Background: an optimization exercise with open tools, aiming at small area, a short achievable clock period and few clock cycles per item. Do not read the settings as production practice.
Function was checked by simulation only, so behaviour that the tests miss may differ from the original.
Power is estimated from default activity; no workload was simulated.

===== design/flow/design.v =====
package srsc_pkg;
    localparam int ADDR_W      = 32;
    localparam int PROTO_W     = 8;
    localparam int THR_W       = 16;
    localparam int RPT_CNT_W   = 16;
    localparam int APB_ADDR_W  = 3;
    localparam int APB_DATA_W  = 32;
    localparam logic REG_SCAN_THRESHOLD = 1'b0;
    localparam logic [PROTO_W-1:0]   PROTO_TCP  = 8'd6;
    localparam logic [THR_W-1:0]     THR_RESET  = 16'd100;
    localparam logic [RPT_CNT_W-1:0] RPT_CNT_MAX = 16'hFFFF;
    typedef struct packed {
        logic accept;      
        logic key_dst;     
        logic rd;          
        logic idx_inc;     
        logic wr_new;      
        logic wr_upd;      
        logic set_ovf;     
        logic load_pend;   
        logic push_mid;    
        logic push_end;    
    } t_cmd;
    typedef struct packed {
        logic in_valid;    
        logic in_rpt;      
        logic in_src_ev;   
        logic in_rst_ev;   
        logic at_end;      
        logic full;        
        logic hit;         
        logic qual;        
        logic pend_vld;    
        logic out_free;    
    } t_sts;
endpackage
import srsc_pkg::*;
module syn_rst_scan_counter #(
    parameter int TABLE_DEPTH = 64,
    parameter int COUNT_WIDTH = 16
) (
    input  logic                              i_clk,
    input  logic                              i_rst_n,
    input  logic                              req_valid,
    output logic                              req_ready,
    input  logic                              req_action,
    input  logic [srsc_pkg::PROTO_W-1:0]      req_ip_protocol,
    input  logic [srsc_pkg::ADDR_W-1:0]       req_source_address,
    input  logic [srsc_pkg::ADDR_W-1:0]       req_dest_address,
    input  logic                              req_flag_syn,
    input  logic                              req_flag_ack,
    input  logic                              req_flag_rst,
    output logic                              rsp_valid,
    input  logic                              rsp_ready,
    output logic [srsc_pkg::ADDR_W-1:0]       rsp_reported_address,
    output logic [srsc_pkg::RPT_CNT_W-1:0]    rsp_reported_count,
    output logic                              rsp_entry_valid,
    output logic                              rsp_table_overflowed,
    output logic                              rsp_last_of_report,
    input  logic                              psel,
    input  logic                              penable,
    input  logic                              pwrite,
    input  logic [srsc_pkg::APB_ADDR_W-1:0]   paddr,
    input  logic [srsc_pkg::APB_DATA_W-1:0]   pwdata,
    output logic [srsc_pkg::APB_DATA_W-1:0]   prdata,
    output logic                              pready
);
    localparam int N  = TABLE_DEPTH;
    localparam int W  = COUNT_WIDTH;
    localparam int D  = 3;           
    localparam int QW = $clog2(D + 1);
    logic [THR_W-1:0] r_thr, r_thr_n;
    logic             reg_sel;
    assign reg_sel = (paddr[2] == REG_SCAN_THRESHOLD);
    assign pready  = 1'b1;
    logic [THR_W-1:0] thr_rd;
    assign thr_rd  = ~r_thr_n;
    assign prdata  = reg_sel ? APB_DATA_W'(thr_rd) : '0;
    always_ff @(posedge i_clk) begin
        if (!i_rst_n) begin
            r_thr   <= THR_RESET;
            r_thr_n <= ~THR_RESET;
        end else if (psel && penable && pwrite && reg_sel) begin
            r_thr   <= pwdata[THR_W-1:0];
            r_thr_n <= ~pwdata[THR_W-1:0];
        end
    end
    logic [ADDR_W-1:0] t_addr [0:N-1];
    logic [W-1:0]      t_cnt  [0:N-1];
    logic [N-1:0]      t_vld;
    logic [N-1:0]      t_pend;       
    logic [N-1:0]      t_pend2;      
    logic              r_ovf;
    logic [N-1:0]      free;         
    always_comb begin
        for (int i = 0; i < N; i++)
            free[i] = !t_vld[i] && ((i == 0) ? 1'b1 : t_vld[(i == 0) ? 0 : i-1]);
    end
    logic              q_rpt  [0:D-1];
    logic              q_two  [0:D-1];
    logic [ADDR_W-1:0] q_key  [0:D-1];
    logic [ADDR_W-1:0] q_key2 [0:D-1];
    logic [QW-1:0]     r_qn;
    logic              r_ready;
    logic              accept, push, pop, src_ev, dst_ev;
    logic [QW-1:0]     qn_next;
    assign req_ready = r_ready;
    assign accept    = req_valid && r_ready;
    assign src_ev    = (req_ip_protocol == PROTO_TCP) && req_flag_syn && !req_flag_ack;
    assign dst_ev    = (req_ip_protocol == PROTO_TCP) && req_flag_rst;
    assign push      = accept && (req_action || src_ev || dst_ev);
    logic              y_evt;        
    logic              y_rpt;        
    logic [ADDR_W-1:0] y_key;
    logic [N-1:0]      y_hit;        
    logic              y_any;        
    logic              y_go;         
    logic              stop;
    logic              rpt_free;
    logic         h_vld, x_adv, step2, fwd;
    logic [N-1:0] cam, x_hit;
    assign h_vld = (r_qn != '0);
    always_comb begin
        for (int i = 0; i < N; i++) cam[i] = t_vld[i] && (t_addr[i] == q_key[0]);
    end
    assign fwd   = y_evt && !y_any && (y_key == q_key[0]);
    assign x_hit = cam | (fwd ? free : '0);
    assign y_any = |y_hit;
    assign x_adv = h_vld && y_go;
    assign step2 = x_adv && !q_rpt[0] && q_two[0];
    assign pop   = x_adv && (q_rpt[0] || !q_two[0]);
    assign qn_next = r_qn + QW'(push) - QW'(pop);
    always_ff @(posedge i_clk) begin
        if (!i_rst_n) begin
            r_qn    <= '0;
            r_ready <= 1'b0;
        end else begin
            r_qn    <= qn_next;
            r_ready <= (qn_next != QW'(D));
        end
    end
    for (genvar k = 0; k < D; k++) begin : g_q
        always_ff @(posedge i_clk) begin
            if (push && ((pop ? r_qn - 1'b1 : r_qn) == QW'(k))) begin
                q_rpt[k]  <= req_action;
                q_two[k]  <= src_ev && dst_ev;
                q_key[k]  <= src_ev ? req_source_address : req_dest_address;
                q_key2[k] <= req_dest_address;
            end else if (pop) begin
                if (k < D - 1) begin
                    q_rpt[k]  <= q_rpt[(k < D - 1) ? k + 1 : k];
                    q_two[k]  <= q_two[(k < D - 1) ? k + 1 : k];
                    q_key[k]  <= q_key[(k < D - 1) ? k + 1 : k];
                    q_key2[k] <= q_key2[(k < D - 1) ? k + 1 : k];
                end
            end else if (k == 0 && step2) begin
                q_two[k] <= 1'b0;
                q_key[k] <= q_key2[k];
            end
        end
    end
    always_ff @(posedge i_clk) begin
        if (!i_rst_n) begin
            y_evt <= 1'b0;
            y_rpt <= 1'b0;
        end else if (y_go) begin
            y_evt <= h_vld && !q_rpt[0];
            y_rpt <= h_vld && q_rpt[0];
        end
    end
    always_ff @(posedge i_clk) begin
        if (y_go) begin
            y_key <= q_key[0];
            y_hit <= x_hit;
        end
    end
    logic [N-1:0] frz;           
    logic [N-1:0] h_hit, alloc, bump, sat;
    logic         y_apply;
    logic [N-1:0] pend_nx, pend2_nx;
    logic         r_stop;        
    logic         r_pend_any;    
    assign stop    = r_stop;
    assign y_apply = y_evt && !stop;
    assign y_go    = !(y_evt && stop) && !(y_rpt && !rpt_free);
    assign h_hit   = y_apply ? y_hit : '0;
    assign alloc   = (y_apply && !y_any) ? free : '0;
    always_comb begin
        for (int i = 0; i < N; i++) sat[i] = &t_cnt[i];
    end
    assign bump     = (t_pend | h_hit) & ~frz & ~sat;
    assign pend_nx  = (frz & (t_pend | h_hit)) | (~frz & (t_pend2 | (t_pend & h_hit)));
    assign pend2_nx = (frz & (t_pend2 | (t_pend & h_hit))) | (~frz & t_pend2 & h_hit);
    always_ff @(posedge i_clk) begin
        if (!i_rst_n) begin
            t_vld      <= '0;
            t_pend     <= '0;
            t_pend2    <= '0;
            r_stop     <= 1'b0;
            r_pend_any <= 1'b0;
            r_ovf      <= 1'b0;
        end else begin
            t_vld      <= t_vld | alloc;
            t_pend     <= pend_nx;
            t_pend2    <= pend2_nx;
            r_stop     <= |pend2_nx;
            r_pend_any <= |pend_nx;
            if (y_apply && !y_any && t_vld[N-1]) r_ovf <= 1'b1;
        end
    end
    for (genvar i = 0; i < N; i++) begin : g_slot
        logic [W-1:0] ones;
        always_comb begin
            ones[0] = 1'b1;
            for (int b = 1; b < W; b++) ones[b] = ones[b-1] & t_cnt[i][b-1];
        end
        always_ff @(posedge i_clk) begin
            if (!i_rst_n) t_cnt[i] <= W'(1);
            else          t_cnt[i] <= t_cnt[i] ^ (bump[i] ? ones : '0);
        end
        always_ff @(posedge i_clk) begin
            if (y_evt && free[i]) t_addr[i] <= y_key;
        end
    end
    localparam int G  = 8;
    localparam int NG = N / G;
    logic         rpt_go;        
    logic         rpt_scan;      
    logic         rpt_prime;     
    logic [N-1:0] rpt_mask;      
    logic [NG-1:0] r_gsel;       
    logic [G-1:0]  r_kpick;      
    logic         rpt_pvld;      
    logic [N-1:0] cur;           
    logic         rpt_ovf;
    logic [N-1:0] qual, pick, rest;
    logic         out_free, load, step;
    logic         r_out_vld;
    logic [ADDR_W-1:0]    r_out_addr;
    logic [RPT_CNT_W-1:0] r_out_cnt;
    logic                 r_out_ent;
    logic                 r_out_ovf;
    logic                 r_out_last;
    logic [ADDR_W-1:0]    mux_addr;
    logic [W-1:0]         mux_cnt;
    always_comb begin
        for (int i = 0; i < N; i++) cur[i] = r_gsel[i / G] && r_kpick[i % G];
    end
    assign out_free = !r_out_vld || rsp_ready;
    assign load     = rpt_scan && !rpt_prime && out_free;
    assign step     = rpt_prime || load;
    assign rpt_free = !rpt_scan && !r_pend_any;
    assign rpt_go   = y_rpt && rpt_free;
    assign frz      = rpt_mask | cur;
    always_comb begin
        for (int i = 0; i < N; i++) qual[i] = t_vld[i] && (t_cnt[i] > W'(r_thr));
    end
    logic [NG-1:0] r_gnz, gnz_nx, r_glow, glow_nx, gsel_nx;
    logic [G-1:0]  kpick_nx;
    logic [N-1:0]  below, mask_nx;
    always_comb begin
        for (int g = 0; g < NG; g++) begin
            glow_nx[g] = 1'b0;
            for (int h = 0; h < g; h++) glow_nx[g] = glow_nx[g] | gnz_nx[h];
        end
    end
    always_comb begin
        for (int g = 0; g < NG; g++) begin
            for (int k = 0; k < G; k++) begin
                below[g*G+k] = r_glow[g];
                for (int j = 0; j < k; j++) below[g*G+k] = below[g*G+k] | rpt_mask[g*G+j];
            end
        end
    end
    assign pick = rpt_mask & ~below;
    assign rest = rpt_mask & below;
    always_comb begin
        for (int g = 0; g < NG; g++) gsel_nx[g] = |pick[g*G +: G];
        for (int k = 0; k < G; k++) begin
            kpick_nx[k] = 1'b0;
            for (int g = 0; g < NG; g++) kpick_nx[k] = kpick_nx[k] | pick[g*G+k];
        end
    end
    assign mask_nx = rpt_go ? qual : (step ? rest : rpt_mask);
    always_comb begin
        for (int g = 0; g < NG; g++) gnz_nx[g] = |mask_nx[g*G +: G];
    end
    always_comb begin
        logic [ADDR_W+W-1:0] gm;
        logic [ADDR_W+W-1:0] m;
        m = '0;
        for (int g = 0; g < NG; g++) begin
            gm = '0;
            for (int k = 0; k < G; k++)
                gm = gm | (r_kpick[k] ? {t_addr[g*G+k], t_cnt[g*G+k]} : '0);
            m = m | (r_gsel[g] ? gm : '0);
        end
        {mux_addr, mux_cnt} = m;
    end
    always_ff @(posedge i_clk) begin
        if (!i_rst_n) begin
            rpt_scan  <= 1'b0;
            rpt_prime <= 1'b0;
            rpt_mask  <= '0;
            r_gsel    <= '0;
            r_kpick   <= '0;
            rpt_pvld  <= 1'b0;
            r_gnz     <= '0;
            r_glow    <= '0;
            r_out_vld <= 1'b0;
        end else begin
            if (rpt_go) rpt_scan <= 1'b1;
            else if (load && r_gnz == '0) rpt_scan <= 1'b0;
            rpt_prime <= rpt_go;
            rpt_mask  <= mask_nx;
            r_gnz     <= gnz_nx;
            r_glow    <= glow_nx;
            if (step) begin
                r_gsel   <= gsel_nx;
                r_kpick  <= kpick_nx;
                rpt_pvld <= (r_gnz != '0);
            end
            if (load) r_out_vld <= 1'b1;
            else if (rsp_ready) r_out_vld <= 1'b0;
        end
    end
    always_ff @(posedge i_clk) begin
        if (rpt_go) begin
            rpt_ovf <= r_ovf;
        end
        if (load) begin
            r_out_addr <= mux_addr;
            r_out_cnt  <= mux_cnt;
            r_out_ent  <= rpt_pvld;
            r_out_ovf  <= rpt_ovf;
            r_out_last <= (r_gnz == '0);
        end
    end
    assign rsp_valid            = r_out_vld;
    assign rsp_reported_address = r_out_addr;
    assign rsp_reported_count   = r_out_cnt;
    assign rsp_entry_valid      = r_out_ent;
    assign rsp_table_overflowed = r_out_ovf;
    assign rsp_last_of_report   = r_out_last;
endmodule

===== design/flow/standard.sh =====
#!/bin/bash
# synth_recipe.tcl (not shown) runs the flow's synth.tcl, then flattens the netlist and writes it again
# the make line also repeats each setting of config.mk as NAME=value (left out here)
make -C /OpenROAD-flow-scripts/flow DESIGN_CONFIG=/design/flow/config.mk WORK_HOME=/design/flow/orfs CLKGATE_MAP_FILE= SYNTH_SCRIPT=/design/flow/synth_recipe.tcl "${@:-finish}"

===== design/flow/config.mk =====
export PLATFORM = sky130hd
export DESIGN_NAME = syn_rst_scan_counter
export DESIGN_NICKNAME = syn_rst_scan_counter
export VERILOG_FILES = /design/flow/design.v
export SDC_FILE = /design/flow/constraint.sdc
export NUM_CORES = 4
export LEC_CHECK = 0
export CAP_MARGIN = 20
export CORE_MARGIN = 2
export CORE_UTILIZATION = 40
export CTS_BUF_LIST = sky130_fd_sc_hd__clkbuf_4 sky130_fd_sc_hd__clkbuf_8
export PLACE_DENSITY = 0.6
export SETUP_SLACK_MARGIN = 4.4
export SLEW_MARGIN = 20

===== design/flow/constraint.sdc =====
create_clock -name core_clock -period 8.0 [get_ports {i_clk}]
set_input_delay 1.6000 -clock core_clock [delete_from_list [all_inputs] [get_ports {i_clk}]]
set_output_delay 1.6000 -clock core_clock [all_outputs]
set_load 0.01 [all_outputs]

===== design/flow/flow/run.sh =====
#!/bin/bash
# The standard layout (the standard.sh: standard synthesis, floorplan, place,
# CTS, route), except that the I/O port buffers that global placement inserts
# are plain sky130_fd_sc_hd__buf_4 cells instead of the delay cells buffer_ports
# picks on its own. Every port still gets its own buffer.
# make's full output goes to standard.log; each ORFS step keeps its own log
# under orfs/logs/.
set -euo pipefail
export BUFFER_PORTS_ARGS="-buffer_cell sky130_fd_sc_hd__buf_4"
bash standard.sh > standard.log 2>&1

==> results of run 1 <==
==> kinds of logic after synthesis <==
logic type               count (synthesis)  synth area share [%]
AO/OA/AOI/OAI                         3421                  12.1
other                                    2               0.00385
buffers and inverters                 1062                  2.09
adder cells (fa/ha/maj)               1091                  7.00
multiplexers                           144                 0.803
AND/OR/NAND/NOR                       5408                  14.0
flip-flops                            3748                  50.8
XOR/XNOR                              2946                  13.2
==> cells in the final DEF, fill, tap and decap left out, drive strengths merged, types with 23 or more instances in the layout <==
cell type  synthesis  routed
nor4             369     369
o21a              41      41
clkinv             0     152
o22ai             67      67
or4               23      23
ha              1091    1091
mux2i             45      45
nor3             274     274
xnor2           1550    1550
diode              0      25
xor2            1396    1396
nand2            925     925
nand4           1043    1043
clkinvlp           0      34
a21oi            596     596
buf              146     669
inv              166     173
clkbuf           750     948
and4              23      23
edfxtp          2394    2394
and2             281     281
a31oi             76      76
o211ai            65      65
a21o             175     175
nand2b           175     175
nand3            591     591
a2111oi           34      34
or3               30      30
a41oi             55      55
a22oi           1743    1743
nor2b            158     158
nor2            1373    1373
and3              91      91
dfxtp           1354    1354
a211oi           106     106
o21ai            286     286
mux2              99      99
==> final cells by class <==
cell class / instances / area [sq um] / area share (%)
Inverter: 166 / 699 / 0.313
Clock inverter: 209 / 1520 / 0.681
Sequential cell: 3748 / 99100 / 44.4
Timing Repair Buffer: 684 / 7540 / 3.38
Antenna cell: 25 / 62.6 / 0.0280
Tap cell: 6450 / 8070 / 3.62
Clock buffer: 940 / 11500 / 5.17
Multi-Input combinational cell: 13000 / 94600 / 42.4
==> state kept, by name, indices dropped and copies added, names as in the netlist, 16 cells and up <==
name,cells
t_pend2,64
r_out_addr,32
r_thr_n,16
rpt_mask,64
t_vld,64
q_key2,96
t_addr,2048
q_key,96
t_cnt,1024
y_hit,64
t_pend,64
r_out_cnt,16
r_thr,16
y_key,32
==> power groups by stage <==
| stage | clock network (mW) | registers (mW) | logic (mW) |
|---|---|---|---|
| floorplan | 0 | 24.3 | 10.0 |
| global placement | 0 | 24.0 | 20.4 |
| global route | 19.2 | 23.6 | 22.1 |
| finish | 18.3 | 23.6 | 22.2 |
| CTS | 18.4 | 23.6 | 20.7 |
| detailed placement | 0 | 24.0 | 20.4 |
==> metal layers <==
| metal | vias up | GRT usage, % | part of all wire, % |
|---|---|---|---|
| met1 | 79900 | 42.6 | 37 |
| met4 | 36 | 21.4 | 7.8 |
| met3 | 2513 | 11.0 | 14 |
| met2 | 12100 | 46.7 | 41 |
| met5 | - | 0.284 | 0.060 |
| li1 | 67900 | - | - |
==> worst max-delay path, stage by stage, from the launching register on <==
cell	delay (ns)
dfxtp_4	0.51
buf_16	0.29
a22oi_1	0.62
nand4_1	0.49
a22oi_1	1.07
nand4_1	0.60
==> final timing paths <==
path	endpoint	cells past startpoint	startpoint	slack, ns
max	r_out_addr[8]	5	r_kpick[2]	3.62
min	r_out_ovf	0	rpt_ovf	0.43
max reg2reg	r_out_addr[8]	5	r_kpick[2]	3.62
min reg2reg	r_out_ovf	0	rpt_ovf	0.43
==> what timing repair did <==
action                                  4_1_cts  5_1_grt
setup buffers                                80       38
pin swaps                                    43       44
endpoints found under the setup margin      516      329
resized for setup                           314      196
gates cloned                                 14        7
==> summary.txt, run 1 <==
EDFF count, synth=2394; die footprint=0.493 sq mm; synth cell count leaders=edfxtp_1, a22oi_1, xnor2_1, xor2_1, nor2_1; clk sinks=3748; H-tree Lvls=6; final instance area=0.223 sq mm; vias in the first global route=150000; post-route ant nets=0; main area contributors after synthesis=edfxtp_1, dfxtp_1, ha_1, xnor2_1, a22oi_1; Pint=38.1 mW; Worst Max-Slew Pin Slew=1.30 ns; setup ws final=3.62 ns; status=finished clean; Synth top area share=36.9%; Die Width=702 um; Worst-path clk slew=0.06 ns; Sw Pwr=26.1 mW; clock skew=0.0919 ns; minimum clock period=4.38 ns; Detailed Place HPWL=571000 um; RSZ-0062 raised after global routing=true; clk latency of the worst-skew pair=1.34 ns; Final nets=19500; hold-fix buffer count after cts=0; total power=64.1 mW; largest net degree at the start of global routing=166; worst hold slack=0.433 ns; WS Path Type=reg -> reg; GR Util All Layers=32.9%; GPL Wtd Cong=1.01; CTS Buffer Depth=4; Avg Synthesized Cell Area=10.9 sq um; WP data required=8.89 ns; max cap viols=0; I/O pin cnt=204; Peak VDD IR=0.413 mV; Area Overhead vs Synth=14.4%; mean routed wirelength per cell=33.7 um; Sw Share=40.6%; post-synthesis sequential element count=3748; DR vias=162000; clock root buffer=clkbuf_8; Seq/Total Area, Yosys=50.8%; Starting Density=40.1%; First-pass DRT Iterations=10; pre-CTS setup slack=2.90 ns; library cells used by synthesis=86; yosys warns=7; drt drc=0; Seq pwr share=36.8%; Final Util=45.9%; Synth Flop Type=edfxtp_1; port bufs=168; crit start category=flip-flop; Non-Filler Instances=25200; Core Rows=256; crit path capture type=flip-flop; crit path max fanout=99; total grt overflow=0; layout cells sized above 1=12.0%; post-synth top area cell=edfxtp_1; Placed Area=0.206 sq mm; Final setup viols=0; crit path DAT=5.26 ns; max-slew violation count=0; leakage=76.9 nW; clock network power share=28.6%; endpoints failing hold=0; post-route clock period utilization=54.7%; FFs w/ async S/R, synth=0%; CTS tree=done; Logic pwr share=34.7%; first-pass GRT wire length=1160000 um; # fillers=45000; Mapped Area=0.195 sq mm; DRT iter0 DRCs=27000; count leader, synth=edfxtp_1; Fmax=228 MHz; pwr dens=287 mW/mm^2; Cells after Synth=17800; HP Class=reg -> reg; via/cell ratio=6.43; initial antenna violation count=81; Die Height=702 um; clock buffer count from CTS=647; Worst slew margin=12.7%; Setup TNS Final=0 ns; Total Wirelength=850000 um; Cells after DPL=23900; core area=0.486 sq mm
Testbench counts, summed over its fixed seeds: cycles 4,249, items 3,200.
==> run 2, diff against run 1 <==
--- a/design/flow/config.mk
+++ b/design/flow/config.mk
@@ -12,3 +12,3 @@
 export PLACE_DENSITY = 0.6
-export SETUP_SLACK_MARGIN = 4.4
+export SETUP_SLACK_MARGIN = 4.8
 export SLEW_MARGIN = 20
==> summary.txt, run 2 <==
die footprint=0.493 sq mm (unchanged); DRT iter0 DRCs=27300 (+1.3%); initial antenna violation count=71 (-12%); max cap viols=0 (unchanged); R2R setup slack=4.26 ns (+0.64 ns); r2r endpoint=r_glow[7]; # fillers=44400 (-1.2%); Final nets=19600 (+0.63%); most frequent cells in the layout=edfxtp_1, a22oi_1, xnor2_1; Starting Density=40.1% (unchanged); yosys warns=7 (unchanged); post-synthesis sequential element count=3748 (unchanged); Total Wirelength=886000 um (+4.2%); DR vias=165000 (+1.3%); Most flops, register=t_addr; reg2reg start=rpt_scan; Final setup viols=0 (unchanged); layout cells sized above 1=14.0% (+2.0 points); post-route ant nets=0 (unchanged); core area=0.486 sq mm (unchanged); Cells after Synth=17800 (unchanged); crit path DAT=4.96 ns (-0.30 ns); WP data required=9.18 ns (+0.29 ns); status=finished clean; crit start category=input port; Worst slew margin=9.05% (-3.7 points); library cells used by synthesis=86 (unchanged); Avg Synthesized Cell Area=10.9 sq um (unchanged); Worst-path clk slew=0.06 ns (about the same); GR Util All Layers=34.2% (+1.3 points); clk latency of the worst-skew pair=1.40 ns (+0.06 ns); worst r2r path cells=10 (+5); Worst Max-Slew Pin Slew=1.36 ns (+0.0674 ns); CTS Buffer Depth=4 (unchanged); mean routed wirelength per cell=34.9 um (+3.6%); post-synth top area cell=edfxtp_1; clock buffer count from CTS=647 (unchanged); Die Height=702 um (unchanged); max FFs per register=2048 (unchanged); Peak VDD IR=0.405 mV (-2.1%); registers with the most flip-flops=t_addr: 2048 flops, t_cnt: 1024 flops; port bufs=168 (unchanged); Final Util=46.9% (+0.98 points); commonest non-fill, non-tap cell in the layout=edfxtp_1; Fmax=265 MHz (+16%); count leader, synth=edfxtp_1; worst path cell trace=buf_4 -> nand2b_4 -> nand2_1 -> o2111ai_1 -> nand4_1 -> o2bb2ai_4 -> nand3_2 -> nor3_4 -> a41oi_4 -> or4_1; minimum clock period=3.78 ns (-0.601 ns); CP max stage cell=o2111ai_1; max incr delay on CP=0.98 ns (-0.09 ns); synth cell count leaders=edfxtp_1, a22oi_1, xnor2_1, xor2_1, nor2_1; clock skew=0.121 ns (+0.0289 ns); crit path max fanout=4 (-96%); I/O pin cnt=204 (unchanged); endpoints failing hold=0 (unchanged); post-route clock period utilization=47.2% (-7.5 points); Core Rows=256 (unchanged); worst hold start=rpt_ovf; register area=0.0991 sq mm (about the same); clock root buffer=clkbuf_8; H-tree Lvls=6 (unchanged); leakage=78.9 nW (+2.6%); max-slew violation count=0 (unchanged); clk sinks=3748 (unchanged); First-pass DRT Iterations=8 (-2); EDFF count, synth=2394 (unchanged); delay-heaviest family, CP=simple AND/OR/NAND/NOR gates; GPL Wtd Cong=0.989 (-2.1%); WS Path Type=in -> reg; Seq/Total Area, Yosys=50.8% (unchanged); Area Overhead vs Synth=16.9%; crit path capture type=flip-flop; Detailed Place HPWL=568000 um (-0.48%); pwr dens=290 mW/mm^2 (+0.79%); WHS Endpoint=r_out_ovf; Hold Crit Depth=0 (unchanged); vias in the first global route=151000 (+0.64%); Buf/Inv on CP=1 (unchanged); drt drc=0 (unchanged); multi-input logic area=0.0966 sq mm (+2.1%); hold-fix buffer count after cts=0 (unchanged); main area contributors after synthesis=edfxtp_1, dfxtp_1, ha_1, xnor2_1, a22oi_1; via/cell ratio=6.48 (+0.73%); Setup TNS Final=0 ns (unchanged); RSZ-0062 raised after global routing=true; Die Width=702 um (unchanged); Synth Flop Type=edfxtp_1; CTS tree=done; FFs w/ async S/R, synth=0% (unchanged); first-pass GRT wire length=1190000 um (+3.1%); total grt overflow=0 (unchanged); Mapped Area=0.195 sq mm (unchanged); Synth top area share=36.9% (unchanged); largest net degree at the start of global routing=178 (+7.2%); HP Class=reg -> reg
-- run 2: cell counts after synthesis --
Identical to the previous run, type by type.
-- run 2: layer usage --
metal / vias up / track usage (%) / share of wire (%)
met5: - / 0.353 / 0.053
met4: 38 / 24.0 / 8.5
met3: 2862 / 12.2 / 15
met2: 12800 / 47.7 / 40
met1: 80700 / 43.7 / 37
li1: 68200 / - / -
-- run 2: through the flow --
step / instance area, sq um / hold slack, ns / total power, mW / cells / setup WS [ns]
5_1_grt: 228000 / 0.431 / 66.4 / 25400 / 4.22
3_3_place_gp: 206000 / 0.406 / 44.5 / 23900 / 2.70
3_5_place_dp: 206000 / 0.407 / 44.6 / 23900 / 2.68
2_1_floorplan: 196000 / 0.400 / 34.5 / 17800 / 4.07
4_1_cts: 225000 / 0.379 / 64.0 / 25300 / 4.30
6_report: 228000 / 0.425 / 66.0 / 25400 / 4.22
-- run 2: cells by family after synthesis --
group | share of synthesized area (%)
compound gates | 12.1
xor+xnor | 13.2
fa+ha+maj | 7.00
buf+inv | 2.09
flops | 50.8
mux | 0.803
other cells | 0.00385
simple gates | 14.0
-- run 2: cell type report --
cell class	count	share of cell area, %
clock inverter	229	0.716
clock buffer	934	5.08
antenna	37	0.0406
tap	6450	3.54
timing repair buffer	806	4.45
sequential	3748	43.5
inverter	166	0.307
timing repair inverter	1	0.00329
multi-input combinational	13000	42.4
-- run 2: timing repair --
item / CTS / global route
cloned: 41 / 15
buffers inserted: 178 / 52
pin swaps: 113 / 129
endpoints found under the setup margin: 1252 / 465
gates resized for setup: 645 / 310
-- run 2: power by group --
group	internal (mW)	switching, mW	total (mW)
Combinational	6.04	18.1	24.1
Clock	9.74	8.76	18.5
Sequential	22.9	0.438	23.4
Total	38.7	27.3	66.0
-- run 2: how the worst max path moves through the flow --
| stage | startpoint | to | slack (ns) | cells past startpoint |
|---|---|---|---|---|
| 5_1_grt | r_thr[5] | r_glow[7] | 4.22 | 14 |
| 4_1_cts | r_thr[9] | r_glow[7] | 4.30 | 13 |
| 2_1_floorplan | r_thr[14] | r_glow[7] | 4.07 | 11 |
| 3_5_place_dp | req_ip_protocol[0] | q_key[0][17] | 2.68 | 11 |
| 3_3_place_gp | req_ip_protocol[0] | q_key[0][8] | 2.70 | 11 |
| 6_report | rsp_ready | r_glow[7] | 4.22 | 10 |
==> run 3, diff against run 2 <==
--- a/design/flow/config.mk
+++ b/design/flow/config.mk
@@ -9,6 +9,5 @@
 export CORE_MARGIN = 2
-export CORE_UTILIZATION = 40
-export CTS_BUF_LIST = sky130_fd_sc_hd__clkbuf_4 sky130_fd_sc_hd__clkbuf_8
+export CORE_UTILIZATION = 44
 export PLACE_DENSITY = 0.6
-export SETUP_SLACK_MARGIN = 4.8
+export SETUP_SLACK_MARGIN = 4.2
 export SLEW_MARGIN = 20
==> summary.txt, run 3 <==
status=finished clean; drt drc=0 (unchanged); DRT iter0 DRCs=26500 (-2.9%); via/cell ratio=6.59 (+1.7%); Die Height=670 um (-4.6%); yosys warns=7 (unchanged); endpoints failing hold=0 (unchanged); Cells after Synth=17800 (unchanged); Placed Area=0.205 sq mm (-0.64%); synth cell count leaders=edfxtp_1, a22oi_1, xnor2_1, xor2_1, nor2_1; initial antenna violation count=73 (+2.8%); registers with the most flip-flops=t_addr: 2048 flops, t_cnt: 1024 flops; Total Wirelength=842000 um (-4.9%); Avg Synthesized Cell Area=10.9 sq um (unchanged); Starting Density=44.2% (+4.0 points); final instance area=0.221 sq mm (-3.2%); H-tree Lvls=5 (-1); largest net degree at the start of global routing=161 (-9.6%); total grt overflow=0 (unchanged); RSZ-0062 raised after global routing=true; crit path max fanout=99 (+95); Seq/Total Area, Yosys=50.8% (unchanged); WP data required=8.58 ns (-0.60 ns); post-synthesis sequential element count=3748 (unchanged); GR Util All Layers=35.9% (+1.7 points); Core Rows=244 (-4.7%); most frequent cells in the layout=edfxtp_1, a22oi_1, xnor2_1; die footprint=0.448 sq mm (-9.0%); count leader, synth=edfxtp_1; clock buffer count from CTS=410 (-37%); Worst slew margin=12.8% (+3.8 points); port bufs=168 (unchanged); Worst Max-Slew Pin Slew=1.31 ns (-0.0564 ns); post-route clock period utilization=52.1% (+4.9 points); crit start category=flip-flop; total power=65.4 mW (-0.95%); main area contributors after synthesis=edfxtp_1, dfxtp_1, ha_1, xnor2_1, a22oi_1; Die Width=670 um (-4.6%); CTS Buffer Depth=4 (unchanged); Synth top area share=36.9% (unchanged); clock skew=0.123 ns (+0.00207 ns); WS Path Type=reg -> reg; minimum clock period=4.16 ns (+0.389 ns); vias in the first global route=147000 (-2.8%); Final setup viols=0 (unchanged); Peak VDD IR=0.443 mV (+9.5%); GPL Wtd Cong=1.01 (+2.6%); library cells used by synthesis=86 (unchanged); Area Overhead vs Synth=13.1%; mean routed wirelength per cell=34.7 um (-0.38%); max FFs per register=2048 (unchanged); CTS tree=done; clock root buffer=clkbuf_16; First-pass DRT Iterations=9 (+1); crit path capture type=flip-flop; max cap viols=0 (unchanged); worst hold slack=0.419 ns (-0.00648 ns); core area=0.441 sq mm (-9.1%); leakage=75.9 nW (-3.8%); clk sinks=3748 (unchanged); Final nets=19200 (-2.2%); EDFF count, synth=2394 (unchanged); I/O pin cnt=204 (unchanged); Detailed Place HPWL=577000 um (+1.5%); max-slew violation count=0 (unchanged); post-synth top area cell=edfxtp_1; clk latency of the worst-skew pair=1.07 ns (-0.33 ns); Fmax=240 MHz (-9.3%); post-route ant nets=0 (unchanged); hold-fix buffer count after cts=0 (unchanged); pwr dens=296 mW/mm^2 (+2.4%); crit path DAT=4.75 ns (-0.21 ns); HP Class=reg -> reg; DR vias=160000 (-2.9%); FFs w/ async S/R, synth=0% (unchanged); layout cells sized above 1=8.86% (-5.1 points); Mapped Area=0.195 sq mm (unchanged); first-pass GRT wire length=1150000 um (-3.5%); Synth Flop Type=edfxtp_1; # fillers=39900 (-10%); Setup TNS Final=0 ns (unchanged); Most flops, register=t_addr; Worst-path clk slew=0.06 ns (about the same); commonest non-fill, non-tap cell in the layout=edfxtp_1
[run 3: cell counts after synthesis]
No cell type changed its count.
[run 3: stage by stage]
| step | setup slack, ns | std cells | util (%) |
|---|---|---|---|
| finish | 3.84 | 24200 | 50.0 |
| global route | 3.99 | 24200 | 49.9 |
| global placement | 2.64 | 23400 | 46.3 |
| CTS | 4.02 | 24200 | 49.7 |
| detailed placement | 2.67 | 23400 | 46.3 |
| floorplan | 4.05 | 17800 | - |
[run 3: path summary, 6_finish.rpt]
kind / from / end / slack (ns) / depth (start not counted)
worst min-delay path: rpt_ovf / r_out_ovf / 0.42 / 0
worst max-delay path: r_kpick[5] / r_out_addr[8] / 3.84 / 6
worst max register to register: r_kpick[5] / r_out_addr[8] / 3.84 / 6
worst min register to register: rpt_ovf / r_out_ovf / 0.42 / 0
[run 3: critical path, stage by stage (launching register included)]
cell,delay [ns]
dfxtp_4,0.47
buf_16,0.25
buf_4,0.60
a22oi_1,0.26
nand4_1,0.32
a22oi_1,0.70
nand4_1,0.63
[run 3: cell families (layout without fill, tap and decap cells)]
group | Yosys count | count (layout) | synth area share [%]
buffers and inverters | 1062 | 1533 | 2.09
and+or+nand+nor | 5408 | 5409 | 14.0
AOI/OAI and AO/OA | 3421 | 3421 | 12.1
adders and majority gates | 1091 | 1091 | 7.00
muxes | 144 | 144 | 0.803
other | 2 | 45 | 0.00385
DFF | 3748 | 3748 | 50.8
xor gates and xnor gates | 2946 | 2946 | 13.2
[run 3: power by group]
group,internal [mW],switching [mW],leakage (nW)
Clock,11.3,8.49,6.71
Sequential,22.9,0.636,32.8
Combinational,5.28,16.7,36.4
[run 3: what timing repair did]
action | 4_1_cts | 5_1_grt
endpoints found under the setup margin | 344 | 235
pin swaps | 16 | 33
gates resized for setup | 117 | 139
cloned | 1 | 6
buffers inserted | 43 | 22
[run 3: metal layers]
layer  routed length, um  global-route usage (%)  vias to the layer above
li1                    -                       -                    67300
met1              316000                    46.8                    78800
met2              346000                    51.4                    11300
met3              112000                    11.0                     2338
met4               66400                    23.5                       34
met5                 694                   0.244                        -
[run 3: area by class of cell]
cell class,count,area (sq um),area share [%]
antenna,28,70.1,0.0318
clock buffer,521,11100,5.05
clock inverter,233,2510,1.14
inverter,166,714,0.324
multi-input combinational,13000,93700,42.5
sequential,3748,99100,44.9
tap,5904,7390,3.35
timing repair buffer,613,6010,2.73

-- static timing again, ports no longer ideal --
How much do the figures lean on ideal ports? The routed layouts below were timed once more, with nothing changed but the port constraints. Step 1 (the two cells are an assumption about what drives the block):
set clk [get_ports {i_clk}]
set_driving_cell -lib_cell sky130_fd_sc_hd__clkbuf_16 $clk
set_driving_cell -lib_cell sky130_fd_sc_hd__buf_2 [delete_from_list [all_inputs] $clk]
Step 2 also shifts input and output timing later by t, the mid clock arrival at the registers, as if the neighbouring blocks saw the same clock. Three values: ideal ports, drivers, drivers and shift; two values: the first two.
run | t, ns | slack for setup (ns) | cell pins on the clock port's net
run 1 | 1.423 | 3.623 / 3.623 / 3.051 | 1
run 2 | 1.441 | 4.224 / 4.244 / 2.844 | 1
run 3 | 1.137 | 3.835 / 3.835 / 3.020 | 1
After both steps every run listed still meets setup and hold. For run 2, which loses most, drivers alone change the setup slack by +0.020 ns; drivers and shift together by -1.380 ns.
